What follows belongs to an exercise in optimizing a design on an open flow for small area, a short achievable clock period and few clock cycles per item; a production flow would make more cautious choices.
At most, simulation tests tie the RTL to the original design; equivalence was not proved.
Power and IR drop assume default switching activity.

==> flow/design.v <==
`timescale 1ns / 1ps
package abc_pkg;
    typedef logic [31:0] t_word;
    localparam logic CFG_KEY  = 1'b0;
    localparam logic CFG_MODE = 1'b1;
    localparam t_word SEED_TWO_INIT = 32'hEEEE_EEEE;
    localparam logic [21:0] LCG_MOD = 22'h2A_AAAB;
    localparam logic [511:0] TAIL_TABLE_P3 = {
        32'h7303286F,  
        32'h6149809F,  
        32'h30930D05,  
        32'h99F82E07,  
        32'h83BDA8A0,  
        32'h0FB5560F,  
        32'h64821378,  
        32'h3B4E9FB6,  
        32'h8F931ABB,  
        32'h420B949C,  
        32'hC4101122,  
        32'hF32F1336,  
        32'h2F316025,  
        32'hBADCE7F8,  
        32'h3D750222,  
        32'hA7BF92D3   
    };
    function automatic logic [21:0] jump_table(input logic [5:0] k);
        case (k)
            6'd0: jump_table = 22'h13193A;
            6'd1: jump_table = 22'h175496;
            6'd2: jump_table = 22'h26F49B;
            6'd3: jump_table = 22'h229AFB;
            6'd4: jump_table = 22'h0B7F86;
            6'd5: jump_table = 22'h020B52;
            6'd6: jump_table = 22'h0E1D9E;
            6'd7: jump_table = 22'h0A9B76;
            6'd8: jump_table = 22'h29A223;
            6'd9: jump_table = 22'h1F8238;
            6'd10: jump_table = 22'h1EE79A;
            6'd11: jump_table = 22'h147BF9;
            6'd12: jump_table = 22'h0FC353;
            6'd13: jump_table = 22'h0FE85D;
            6'd14: jump_table = 22'h1125A5;
            6'd15: jump_table = 22'h1E23BD;
            6'd16: jump_table = 22'h15C040;
            6'd17: jump_table = 22'h1EAC2C;
            6'd18: jump_table = 22'h11CD7E;
            6'd19: jump_table = 22'h1975E9;
            6'd20: jump_table = 22'h09AF77;
            6'd21: jump_table = 22'h244F79;
            6'd22: jump_table = 22'h234F6F;
            6'd23: jump_table = 22'h222ADE;
            6'd24: jump_table = 22'h2A1909;
            6'd25: jump_table = 22'h2A3804;
            6'd26: jump_table = 22'h29DE9A;
            6'd27: jump_table = 22'h05382E;
            6'd28: jump_table = 22'h0F14E1;
            6'd29: jump_table = 22'h27136E;
            6'd30: jump_table = 22'h0CDE39;
            6'd31: jump_table = 22'h181316;
            6'd32: jump_table = 22'h25690B;
            6'd33: jump_table = 22'h0F8754;
            6'd34: jump_table = 22'h150719;
            6'd35: jump_table = 22'h0D4A6B;
            6'd36: jump_table = 22'h145E8C;
            6'd37: jump_table = 22'h070E89;
            6'd38: jump_table = 22'h289EEC;
            6'd39: jump_table = 22'h1EDA81;
            6'd40: jump_table = 22'h1C29DF;
            6'd41: jump_table = 22'h104EAC;
            6'd42: jump_table = 22'h09C7B0;
            6'd43: jump_table = 22'h06ED78;
            6'd44: jump_table = 22'h250A1B;
            6'd45: jump_table = 22'h106921;
            6'd46: jump_table = 22'h26C7A0;
            6'd47: jump_table = 22'h158496;
            6'd48: jump_table = 22'h269358;
            6'd49: jump_table = 22'h1001B8;
            6'd50: jump_table = 22'h0ED3E1;
            6'd51: jump_table = 22'h104F5E;
            6'd52: jump_table = 22'h0B1719;
            6'd53: jump_table = 22'h09BC83;
            6'd54: jump_table = 22'h1E369F;
            6'd55: jump_table = 22'h14E5DD;
            6'd56: jump_table = 22'h25EACF;
            6'd57: jump_table = 22'h1CFA70;
            6'd58: jump_table = 22'h0D16FD;
            6'd59: jump_table = 22'h258E6F;
            6'd60: jump_table = 22'h163977;
            6'd61: jump_table = 22'h089810;
            6'd62: jump_table = 22'h0B84A1;
            6'd63: jump_table = 22'h1AC406;
            default: jump_table = 22'h0;
        endcase
    endfunction
endpackage
`timescale 1ns / 1ps
module archive_block_cipher (
    input  logic        i_clk,
    input  logic        i_rst_n,
    input  logic        i_cfg_wr_en,
    input  logic        i_cfg_index,
    input  logic [31:0] i_cfg_data,
    input  logic        i_in_valid,
    output logic        o_in_stall,
    input  logic [31:0] i_data_word,
    input  logic        i_last,
    output logic        o_out_valid,
    input  logic        i_out_stall,
    output logic [31:0] o_result_word,
    output logic        o_last_out
);
    logic [31:0] r_key;
    logic        r_mode;
    logic        r_stall;
    logic        r_nstart;
    logic        r_out_v, r_out_l;
    logic [31:0] r_out_d;
    logic        r_os_v, r_os_l;
    logic [31:0] r_os_d;
    logic [31:0] r_s1;
    logic [31:0] r_tk;
    logic [31:0] r_tk1;
    logic        eng_busy_n;
    logic [31:0] r_a;
    logic [31:0] r_b;
    logic        proc, out_free, os_v_n, key_wr;
    logic [31:0] s1_next, s1_nx;
    logic [31:0] tc;
    assign proc     = i_in_valid && !r_stall;
    assign out_free = !r_out_v || !i_out_stall;
    assign os_v_n   = !out_free && (r_os_v || proc);
    assign key_wr   = i_cfg_wr_en && (i_cfg_index == abc_pkg::CFG_KEY);
    always_ff @(posedge i_clk) begin
        if (!i_rst_n) begin
            r_key  <= '0;
            r_mode <= 1'b0;
        end else if (i_cfg_wr_en) begin
            if (i_cfg_index == abc_pkg::CFG_KEY) r_key  <= i_cfg_data;
            else                                 r_mode <= i_cfg_data[0];
        end
    end
    always_ff @(posedge i_clk) begin
        if (!i_rst_n) begin
            r_stall <= 1'b1;
        end else begin
            r_stall <= os_v_n || key_wr || eng_busy_n;
        end
    end
    assign o_in_stall = r_stall;
    assign s1_next = ((~r_s1 << 21) + 32'h1111_1111) | (r_s1 >> 11);
    always_comb begin
        if (proc)          s1_nx = i_last ? r_key : s1_next;
        else if (r_nstart) s1_nx = r_key;
        else               s1_nx = r_s1;
        tc = r_nstart ? r_tk1
                      : abc_pkg::TAIL_TABLE_P3[{r_s1[18:17], r_s1[14:13]} * 32 +: 32];
    end
    always_ff @(posedge i_clk) begin
        if (!i_rst_n) begin
            r_nstart <= 1'b1;
        end else if (proc) begin
            r_nstart <= i_last;
        end
    end
    always_ff @(posedge i_clk) begin
        r_s1 <= s1_nx;
    end
    localparam logic [2:0] E_IDLE = 3'd0, E_LOAD = 3'd1, E_STEP = 3'd2,
                           E_RHI  = 3'd3, E_SLO  = 3'd4, E_RLO  = 3'd5;
    localparam logic [25:0] E_BIAS = 26'h200_0007 + 26'h2 - 26'h3FF - 26'h80_0000 - 26'h100_0000;
    logic [2:0]  r_est;
    logic        r_eph;
    logic [5:0]  r_ecnt;
    logic [4:0]  r_rsel;
    logic [25:0] r_es;      
    logic [25:0] e_next;
    logic        e_run;
    logic [7:0]  e_idx;
    logic [8:0]  e_k;       
    logic [5:0]  e_j;       
    logic [2:0]  e_n;       
    logic [4:0]  e_h3;
    logic [25:0] e_o1, e_o2, e_o3, e_o4;
    logic [25:0] e_s1, e_c1, e_s3, e_c3, e_step;
    logic [25:0] e_km, e_sub, e_red;
    logic        e_borrow, e_last_red;
    assign e_idx = r_eph ? (8'h11 | r_key[18:11]) : r_key[7:0];
    assign e_k   = (e_idx == 8'd0) ? 9'd0 : {1'b0, e_idx} + 9'd3;
    assign e_j   = e_k[8] ? 6'd63 : e_k[7:2];
    assign e_n   = {e_k[8], e_k[1:0]};
    always_comb begin
        e_h3 = {2'b0, r_es[25:23]} + {1'b0, r_es[25:23], 1'b0} + E_BIAS[4:0];
        e_o1 = {3'b0, r_es[15:0], 2'b0, e_h3};
        e_o2 = {E_BIAS[25:10], ~r_es[25:16]};
        e_o3 = {3'b0, ~r_es[22:0]};
        e_o4 = {2'b0, ~r_es[22:0], 1'b1};
        e_s1 = e_o1 ^ e_o2 ^ e_o3;
        e_c1 = ((e_o1 & e_o2) | (e_o1 & e_o3) | (e_o2 & e_o3)) << 1;
        e_s3 = e_s1 ^ e_c1 ^ e_o4;
        e_c3 = ((e_s1 & e_c1) | (e_s1 & e_o4) | (e_c1 & e_o4)) << 1;
        e_step = e_s3 + e_c3;
        e_km = ({26{r_rsel[0]}} & ({4'b0, abc_pkg::LCG_MOD} << 4))
             | ({26{r_rsel[1]}} & ({4'b0, abc_pkg::LCG_MOD} << 3))
             | ({26{r_rsel[2]}} & ({4'b0, abc_pkg::LCG_MOD} << 2))
             | ({26{r_rsel[3]}} & ({4'b0, abc_pkg::LCG_MOD} << 1))
             | ({26{r_rsel[4]}} &  {4'b0, abc_pkg::LCG_MOD});
        {e_borrow, e_sub} = {1'b0, r_es} - {1'b0, e_km};
        e_red = e_borrow ? r_es : e_sub;
        e_last_red = r_rsel[4];
    end
    assign r_es  = r_os_d[25:0];
    assign e_run = (r_est != E_IDLE);
    always_comb begin
        case (r_est)
            E_LOAD:         e_next = {4'b0, abc_pkg::jump_table(e_j)};
            E_STEP, E_SLO:  e_next = e_step;
            default:        e_next = e_red;
        endcase
    end
    assign eng_busy_n = (r_est != E_IDLE) && !(r_est == E_RLO && e_last_red && r_eph);
    always_ff @(posedge i_clk) begin
        if (!i_rst_n || key_wr) begin
            r_est <= E_LOAD;
            r_eph <= 1'b0;
        end else begin
            case (r_est)
                E_LOAD: begin
                    r_ecnt <= (e_n == 3'd0) ? 6'd0 : {2'b0, e_n, 1'b0} + {e_n, 3'b0} - 6'd1;
                    r_est  <= (e_n == 3'd0) ? E_RHI : E_STEP;
                    r_rsel <= 5'b00001;
                end
                E_STEP: begin
                    r_ecnt <= r_ecnt - 6'd1;
                    if (r_ecnt == 6'd0) begin
                        r_ecnt <= 6'd0;
                        r_est  <= E_RHI;
                    end
                end
                E_RHI: begin
                    r_rsel <= {r_rsel[3:0], r_rsel[4]};
                    if (e_last_red) begin
                        r_est <= E_SLO;
                        if (r_eph) r_tk1[31:16] <= e_red[15:0];
                        else       r_tk[31:16]  <= e_red[15:0];
                    end
                end
                E_SLO: begin
                    r_est  <= E_RLO;
                end
                E_RLO: begin
                    r_rsel <= {r_rsel[3:0], r_rsel[4]};
                    if (e_last_red) begin
                        if (r_eph) r_tk1[15:0] <= e_red[15:0];
                        else       r_tk[15:0]  <= e_red[15:0];
                        r_eph <= 1'b1;
                        r_est <= r_eph ? E_IDLE : E_LOAD;
                    end
                end
                default: ;
            endcase
        end
    end
    logic [31:0] v_s, v_c, v;
    logic [31:0] res, p;
    logic [31:0] w1_s, w1_c, w2_s, w2_c, w3_s, w3_c, w;
    logic [31:0] a5, b5;
    always_comb begin
        v_s = r_s1 ^ r_a ^ r_b;
        v_c = ((r_s1 & r_a) | (r_s1 & r_b) | (r_a & r_b)) << 1;
        v   = v_s + v_c;
        res = i_data_word ^ v;
        p   = r_mode ? res : i_data_word;
        a5   = r_a << 5;
        b5   = {r_b[26:0], 3'b000, r_nstart, r_nstart};
        w1_s = r_a ^ r_b ^ a5;
        w1_c = ((r_a & r_b) | (r_a & a5) | (r_b & a5)) << 1;
        w2_s = w1_s ^ w1_c ^ b5;
        w2_c = ((w1_s & w1_c) | (w1_s & b5) | (w1_c & b5)) << 1;
        w3_s = w2_s ^ w2_c ^ tc;
        w3_c = ((w2_s & w2_c) | (w2_s & tc) | (w2_c & tc)) << 1;
        w    = w3_s + w3_c;
    end
    always_ff @(posedge i_clk) begin
        if (proc) begin
            r_a <= i_last ? r_tk : p;
            r_b <= i_last ? abc_pkg::SEED_TWO_INIT : w;
        end else if (r_nstart) begin
            r_a <= r_tk;
            r_b <= abc_pkg::SEED_TWO_INIT;
        end
    end
    always_ff @(posedge i_clk) begin
        if (!i_rst_n) begin
            r_out_v <= 1'b0;
            r_os_v  <= 1'b0;
        end else begin
            if (out_free) r_out_v <= r_os_v || proc;
            r_os_v <= os_v_n;
        end
    end
    always_ff @(posedge i_clk) begin
        if (out_free) begin
            r_out_d <= r_os_v ? r_os_d : res;
            r_out_l <= r_os_v ? r_os_l : i_last;
        end
        if (e_run) begin
            r_os_d[25:0] <= e_next;
        end else if (proc) begin
            r_os_d <= res;
        end
        if (proc) begin
            r_os_l <= i_last;
        end
    end
    assign o_out_valid   = r_out_v;
    assign o_result_word = r_out_d;
    assign o_last_out    = r_out_l;
endmodule
Settings: LEC_CHECK=0, CAP_MARGIN=20, CORE_MARGIN=2, CORE_UTILIZATION=30, SLEW_MARGIN=20, SYNTH_MEMORY_MAX_BITS=16384; clock period 11.0 ns.
standard.sh (not shown) runs the stock make flow with config.mk's settings and CLKGATE_MAP_FILE= SYNTH_SCRIPT=/design/flow/synth_recipe.tcl, a recipe that flattens the netlist after the stock synthesis.
==> flow/flow/run.sh <==
#!/bin/bash
# Standard ORFS layout (the standard.sh), with timing repair asked to leave
# more setup slack than the default so that it works on paths under the period.
set -euo pipefail
export SETUP_SLACK_MARGIN=${MARGIN:-6.3}
bash standard.sh > flow_make.log 2>&1
Then changed:
--- a/flow/design.v
+++ b/flow/design.v
@@ -120,16 +120,17 @@
     logic [31:0] r_s1;
     logic [31:0] r_tk;
     logic [31:0] r_tk1;
     logic        eng_busy_n;
     logic [31:0] r_a;
     logic [31:0] r_b;
-    logic        proc, out_free, os_v_n, key_wr;
+    logic        proc, cont, out_free, os_v_n, key_wr;
     logic [31:0] s1_next, s1_nx;
     logic [31:0] tc;
     assign proc     = i_in_valid && !r_stall;
+    assign cont     = proc && !i_last;
     assign out_free = !r_out_v || !i_out_stall;
     assign os_v_n   = !out_free && (r_os_v || proc);
     assign key_wr   = i_cfg_wr_en && (i_cfg_index == abc_pkg::CFG_KEY);
     always_ff @(posedge i_clk) begin
         if (!i_rst_n) begin
             r_key  <= '0;
@@ -146,15 +147,15 @@
             r_stall <= os_v_n || key_wr || eng_busy_n;
         end
     end
     assign o_in_stall = r_stall;
     assign s1_next = ((~r_s1 << 21) + 32'h1111_1111) | (r_s1 >> 11);
     always_comb begin
-        if (proc)          s1_nx = i_last ? r_key : s1_next;
-        else if (r_nstart) s1_nx = r_key;
-        else               s1_nx = r_s1;
+        if (cont)                 s1_nx = s1_next;
+        else if (proc || r_nstart) s1_nx = r_key;
+        else                      s1_nx = r_s1;
         tc = r_nstart ? r_tk1
                       : abc_pkg::TAIL_TABLE_P3[{r_s1[18:17], r_s1[14:13]} * 32 +: 32];
     end
     always_ff @(posedge i_clk) begin
         if (!i_rst_n) begin
             r_nstart <= 1'b1;
@@ -278,18 +279,15 @@
         w2_c = ((w1_s & w1_c) | (w1_s & b5) | (w1_c & b5)) << 1;
         w3_s = w2_s ^ w2_c ^ tc;
         w3_c = ((w2_s & w2_c) | (w2_s & tc) | (w2_c & tc)) << 1;
         w    = w3_s + w3_c;
     end
     always_ff @(posedge i_clk) begin
-        if (proc) begin
-            r_a <= i_last ? r_tk : p;
-            r_b <= i_last ? abc_pkg::SEED_TWO_INIT : w;
-        end else if (r_nstart) begin
-            r_a <= r_tk;
-            r_b <= abc_pkg::SEED_TWO_INIT;
+        if (proc || r_nstart) begin
+            r_a <= cont ? p : r_tk;
+            r_b <= cont ? w : abc_pkg::SEED_TWO_INIT;
         end
     end
     always_ff @(posedge i_clk) begin
         if (!i_rst_n) begin
             r_out_v <= 1'b0;
             r_os_v  <= 1'b0;
After rerunning: Non-clock buffer count increases by 7. Core utilization decreases by 0.11 points. Worst setup slack gets better by 29 ps. Sequential power is about the same. Synthesized cell count increases slightly. Register-to-register slack gets better by 30 ps. Die area hardly moves. Routed wire length increases slightly. Critical path depth increases by 1. Count of clock-buffer cells in the layout increases by 9. Global-route usage increases by 0.28 points. Maximum frequency increases slightly.
Testbench counts after the change, summed over its fixed seeds: cycles 8,468, items 8,192.
The RTL of the first run of this note was laid out without a check of its function.

[separate check: timing with driven ports]
No port has a modelled driver above. Below, the same layouts with a new extraction and two added sets of constraints. Step 1: set_driving_cell puts a clkbuf_16 on i_clk and a buf_2 on each other input, an assumption about the parent block. Step 2 moves the port delays by t, midway between the first and last clock arrival at a register: inputs arrive t later, outputs are due t later. That takes back most of the time a late clock gives input paths. a / b / c = ideal ports / drivers / drivers and shift; a / b = the first two.
run | t, ns | setup WS [ns] | hold WS [ns] | cell pins on the clock port's net
the first run | 0.623 | 6.317 / 6.317 / 5.960 | 0.461 / 0.461 / 0.461 | 1
the second run | 0.621 | 6.346 / 6.346 / 5.983 | 0.464 / 0.464 / 0.464 | 1
After both steps every run listed still meets setup and hold. The setup slack of the second run, which loses most, moves by 0.000 ns with the drivers and by -0.363 ns with both steps.
